Source: an optimization exercise on an open RTL-to-GDS flow (aim: small area, a short achievable clock period and few clock cycles per item). Production flows keep margins and buffers that such runs may drop. No functional check of the RTL was part of any run shown here.

==> flow/design.v (outline; a module is shown in full before it is edited, if it fits) <==
// module julia_render: 2617 lines
module julia_render #(
    parameter int H_PIXELS = 64,
    parameter int V_PIXELS = 48,
    parameter int MAX_ITER = 255,
    parameter int FRAC     = 14
) (
    input  logic               clock,
    input  logic               reset,
    input  logic               valid,
    input  logic signed [17:0] c_real,
    input  logic signed [17:0] c_comp,
    input  logic signed [17:0] x,
    input  logic signed [17:0] y,
    input  logic signed [17:0] scale,
    output logic [18:0]        wr_addr,
    output logic [7:0]         wr_data,
    output logic               wr_en,
    input  logic               wr_ready,
    output logic               busy,
    output logic               done
);
  // ...
==> flow/flow/run.sh <==
#!/bin/bash
set -euo pipefail
bash standard.sh SETUP_SLACK_MARGIN=8.5 TNS_END_PERCENT=5 finish > standard_make.log 2>&1
==> flow/standard.sh <==
#!/bin/bash
# synth_recipe.tcl (not shown) runs the flow's synth.tcl, then flattens the netlist and writes it again
# the make line also repeats each setting of config.mk as NAME=value (left out here)
make -C /OpenROAD-flow-scripts/flow DESIGN_CONFIG=/design/flow/config.mk WORK_HOME=/design/flow/orfs CLKGATE_MAP_FILE= SYNTH_SCRIPT=/design/flow/synth_recipe.tcl "${@:-finish}"
==> flow/config.mk <==
export PLATFORM = sky130hd
export DESIGN_NAME = julia_render
export DESIGN_NICKNAME = julia_render
export VERILOG_FILES = /design/flow/design.v
export SDC_FILE = /design/flow/constraint.sdc
export NUM_CORES = 4
export LEC_CHECK = 0
export CAP_MARGIN = 20
export CORE_MARGIN = 2
export CORE_UTILIZATION = 40
export SLEW_MARGIN = 20
==> flow/constraint.sdc <==
create_clock -name core_clock -period 12.0 [get_ports {clock}]
set_input_delay 2.4000 -clock core_clock [delete_from_list [all_inputs] [get_ports {clock}]]
set_output_delay 2.4000 -clock core_clock [all_outputs]
set_load 0.01 [all_outputs]
==> out/results.env, run 1 <==
FINAL_CELL_COUNT_NO_FILL=4737
YS_ASYNC_SR_FRACTION_PCT=2.60
CP_MAX_FO=6
SYNTHESIZED_FLOP_AND_LATCH_TOTAL=500
LAYOUT.NETS=4293
MULTI_INPUT_AREA_SQ_UM=21600
GRT_ANTENNA_BEFORE_REPAIR=1
ANTENNADIODECOUNT=2
CRITICAL_PATH.MAX_STAGE_DELAY_NS=0.55
OUTCOME='timing/DRC/antenna clean'
DRTANTENNAVIOLNETS=0
GRT_MAX_DEGREE=74
GRT_UTIL_MET2_PCT=33.8
LARGEST_REG_FLOPS=31
DP_SLACK_NS=6.58
CTS.REPAIR.RESIZED=106
FINALCLOCKSKEW_NS=0.0262
DR.PASS1.ITERS=5
DETAILED_PLACE.AREA_SQ_UM=37400
CRIT_REQUIRED_NS=12.52
REPORT.FINAL.SETUP_VIOL=0
SIMPLE_GATE_PORTION_OF_THE_SYNTHESIZED_AREA_PCT=8.22
CTS_SETUP_BUFFERS=127
FINAL_CORE_UTILIZATION_PCT=48.8
WORSTPATHBUFFERINVERTERCOUNT=2
POST-SYNTH-TOP-COUNT-CELL='inv_1'
WORST_HOLD_STARTPOINT='s1i_q[10]'
WORST_R2R_ENDPOINT='it0_q[3]'
REG2REGPATHDEPTH=15
TOP_REGS='ya_q: 31 flops, yb_q: 30 flops'
YOSYS_MOST_USED_DFF='dfxtp_1'
HTREE_LEVELS=2
LARGESTCLASSBYAREA='multi-input combinational cells'
TOP_REG_BY_FLOPS='ya_q'
BUFFERS_EXCL_CLOCK=291
FIRST_GLOBAL_VIAS=24500
HOLDPATHSTAGES=0
==> run 2, diff against run 1 <==
==> flow/run.sh (new file) <==
#!/bin/bash
# synth_recipe.tcl (not shown) runs the flow's synth.tcl, then flattens the netlist and writes it again
# the make line also repeats each setting of config.mk as NAME=value (left out here)
make -C /OpenROAD-flow-scripts/flow DESIGN_CONFIG=/design/flow/config.mk WORK_HOME=/design/flow/orfs CLKGATE_MAP_FILE= SYNTH_SCRIPT=/design/flow/synth_recipe.tcl finish
removed: flow/flow/run.sh
removed: flow/standard.sh
==> run 2 against run 1 <==
Effect of this change:
- still clean
- synthesized cell count unchanged
- first-iteration DRC count decreased by 6.4%
- clock skew is 0.0049 ns lower
- setup slack got worse by 0.99 ns
- maximum frequency decreased by 18%
- sequential share of layout area grew 1.7 points
- wire length down 7.1%
- count of clock-buffer cells in the layout is 10 higher
- critical path type unchanged
- critical endpoint is now is22_1_q
- highest routed layer is now met5
==> out/results.env, run 2 <==
CTS.REPAIR.RESIZED=0  # -100%
CTS_HOLD_BUFFERS=0
GRT_UTIL_MET2_PCT=32.0  # -1.7 points
SYNTH.CELL_AREA_SQ_UM=34700
CLOCK_INSERTION_DELAY_WORST_SKEW_NS=0.64
YOSYS_WARNINGS=1
FINALCRITPERIODSHARE_PCT=45.8
LAYOUT.NETS=4158  # -3.1%
DRT-TOTAL-WL_UM=83300
YOSYSTOPAREACELL='fa_1'
TOP_REG_BY_FLOPS='ya_q'
LARGEST_REG_FLOPS=31  # unchanged
CTS_TREE='done'
WORSTPATHCELLLIST='buf_4 > mux2_2 > inv_1 > or2_2 > ha_1 > fa_1 > inv_1 > fa_1 > inv_1 > fa_1'
CTS_SETUP_BUFFERS=0  # -100%
RSZ0062_AT_GRT='false'
FLOORPLAN.DIE.WIDTH_UM=298
FILLERS=8018
HTREE_LEVELS=2  # unchanged
TIMING_HOLD_VIOLATIONS_FINAL=0
YOSYS_MOST_USED_DFF='dfxtp_1'
YOSYSSEQAREASHARE_PCT=32.2
MAXSLEWHEADROOM_PCT=20.5
TIMING.CRITICAL_PATH.ARRIVAL_NS=6.01
CTS_MADE_BUFFERS=56
FINALCRITICALPERIOD_NS=5.49
SYNTH_ENABLE_FLOP_CELLS=110
AVGROUTEDWIREPERCELL_UM=18.1
GRT_UTIL_MET3_PCT=3.15
YS_ASYNC_SR_FRACTION_PCT=2.60  # unchanged
SYN2LAYOUT_AREA_GROWTH_PCT=13.0
MIN-DELAY-PATH-CLASS='flip-flop to flip-flop'
DR.PASS1.ITERS=5  # unchanged
POST-SYNTH-TOP-COUNT-CELL='inv_1'
CLKTRANSATPATHREGS_NS=0.07
LEADING_CELL_TYPE_IN_THE_LAYOUT_FILL_AND_TAPS_EXCLUDED='inv_1'
GLOBALROUTE.BUSIESTLAYER='met2'
CLK_ROOT_BUFFER_CELL='clkbuf_16'
GRT_REMAINING_OVERFLOW=0
FINALCLOCKSKEW_NS=0.0213  # -0.00491 ns
CRITPATHCAPTURETYPE='flip-flop'
GRT.MET1_USAGE_PCT=25.5
CRITICAL_PATH.MAX_STAGE_DELAY_NS=0.88  # +0.33 ns
SETUP_TNS_NS=0
CTS_SINKS=500
TIMING.MAX_CAP.VIOLATIONS=0
OUTCOME='timing/DRC/antenna clean'
DETAILED_PLACE_HPWL_UM=62200
CP_MAX_FO=54  # +48
CRITICAL_PATH.STARTPOINT_TYPE='flip-flop'
DETAILED_PLACE.AREA_SQ_UM=37100  # -0.64%
YOSYS-TOP-CELLS-AREA='fa_1 (24%), dfxtp_1 (22%), edfxtp_1 (9.5%)'
AVGVIACOUNTPERCELL=4.94
FLOORPLAN_DIE_AREA_SQ_UM=89000
ANTENNADIODECOUNT=0  # -2
TIMING_MAX_TRANSITION_VIOLATIONS_FINAL=0
POSTSYNTHAREAPERCELL_SQ_UM=10.4
CTS.PATH.MAX_BUFFERS=3
GLOBAL_ROUTE.USAGE.TOTAL_PCT=19.2
LAYOUT.CELLS.MOST_COMMON_LIST='inv_1 (574), fa_1 (414), dfxtp_1 (377), nor2_1 (270), ha_1 (243)'
CHIP_HEIGHT_UM=298
ROUTABILITYCONGESTION=0.845
FIRST_GLOBAL_VIAS=23700  # -3.5%
TIMING.SETUP.CRITICAL_PATH_CLASS='flip-flop to flip-flop'
TOP_REGS='ya_q: 31 flops, yb_q: 30 flops'
FIRST_PASS_GRT_WIRE_LENGTH_UM=134000
GRT_MAX_DEGREE=74  # unchanged
POST-ROUTE-DRC-COUNT=0
LEADING_CELL_TYPES_BY_COUNT_AFTER_SYNTHESIS='inv_1 (575), fa_1 (414), dfxtp_1 (377)'
YS_TYPES=80
FLOORPLAN.INITIALDENSITY_PCT=40.5
TIMING.HOLD.WS_NS=0.312
REPORT.FINAL.SETUP_VIOL=0  # unchanged
FP.COREAREA_SQ_UM=85500
DRT-INITIAL-DRC-COUNT=1523
PIN_COUNT=124
CRIT_REQUIRED_NS=12.52  # about the same
NUM_VIAS=22700
WORST-SLEW-PIN-TRANSITION_NS=1.16
MAX_CLOCK_FREQ_MHz=182
CPMAXSTAGEDELAYCELL='dfrtp_4'
DRTANTENNAVIOLNETS=0  # unchanged
GRT_ANTENNA_BEFORE_REPAIR=1  # unchanged
DRIVE_GT1_SHARE_PCT=7.79
FINAL_DESIGN_AREA_NO_FILL_SQ_UM=39200
POSTSYNTHCELLCOUNT=3324
NETLIST.AREA_LEADER.SHARE_PCT=23.9
ROW_COUNT=107
PORT_BUFFERS=116
SYNTHESIZED_FLOP_AND_LATCH_TOTAL=500  # unchanged
[run 2: cell counts after synthesis]
No cell type changed its count.
[run 2: stage by stage]
stage	cells	utilization (%)	setup slack, ns
finish	4599	45.8	6.51
global route	4599	45.8	6.28
CTS	4598	45.8	6.47
detailed placement	4492	43.4	6.50
global placement	4492	43.4	6.55
floorplan	3330	-	7.79
[run 2: layout make-up]
cell class / instances / area (sq um) / share of cell area (%)
Clock buffer: 80 / 1710 / 4.36
Multi-Input combinational cell: 2102 / 20800 / 53.2
Inverter: 584 / 2190 / 5.60
Timing Repair Buffer: 163 / 1530 / 3.91
Sequential cell: 500 / 11200 / 28.5
Tap cell: 1144 / 1430 / 3.65
Clock inverter: 26 / 304 / 0.776
[run 2: worst max-delay path: cells and delay by family, from the launching register on]
kind,cells,cell delay [ns]
adders and majority gates,4,1.71
buffers and inverters,4,1.44
DFF,1,0.88
muxes,1,0.81
and+or+nand+nor,1,0.45
[run 2: per-layer routing]
metal / wire, um / vias up
li1: - / 10800
met1: 35700 / 11200
met2: 39800 / 612
met3: 5090 / 123
met4: 2780 / 2
met5: 7 / -
[run 2: cell families (layout without fill, tap and decap cells)]
logic type	Yosys count	after routing	share of synthesized area, %
XOR/XNOR	297	297	7.50
buffers and inverters	728	853	8.03
multiplexers	105	105	3.28
AND/OR/NAND/NOR	617	617	8.22
flip-flops	500	500	32.2
adder cells (fa/ha/maj)	658	658	32.7
AO/OA/AOI/OAI	418	418	8.02
other	1	7	0.0108
[run 2: worst paths after layout]
path	start	end	slack, ns	depth (start not counted)
min in group asynchronous	reset	busy_q	2.16	1
setup / recovery	load_q	is22_1_q	6.51	10
max in group asynchronous	reset	load_q	9.37	1
hold / removal	s1i_q[17]	s0i_q[17]	0.31	0
setup reg to reg	load_q	is22_1_q	6.51	10
hold reg to reg	s1i_q[17]	s0i_q[17]	0.31	0

## afterwards: timing with drivers on the ports
The flow's constraints put no driver on any port. The routed layouts listed below were extracted and timed again, unchanged, in two steps.
Step 1, drivers: a clkbuf_16 drives clock and a buf_2 each remaining input, both assumed.
Step 2 adds t to the input delays and takes it off the output delays; t is the mean of the earliest and latest rising clock arrival at the registers after step 1. Input paths then give back, and output paths get back, about the clock's delay inside the block.
Slacks: no drivers / after step 1 / after step 2; pairs: no drivers / after step 1.
run	t (ns)	setup slack, ns	worst register clock-pin slew, ns	worst slew at a driven data input, ns
run 1	0.693	7.496 / 7.496 / 7.496	0.07 / 0.07	0.06
run 2	0.692	6.507 / 6.507 / 6.507	0.07 / 0.07	0.06
After both steps every run listed still meets setup and hold.
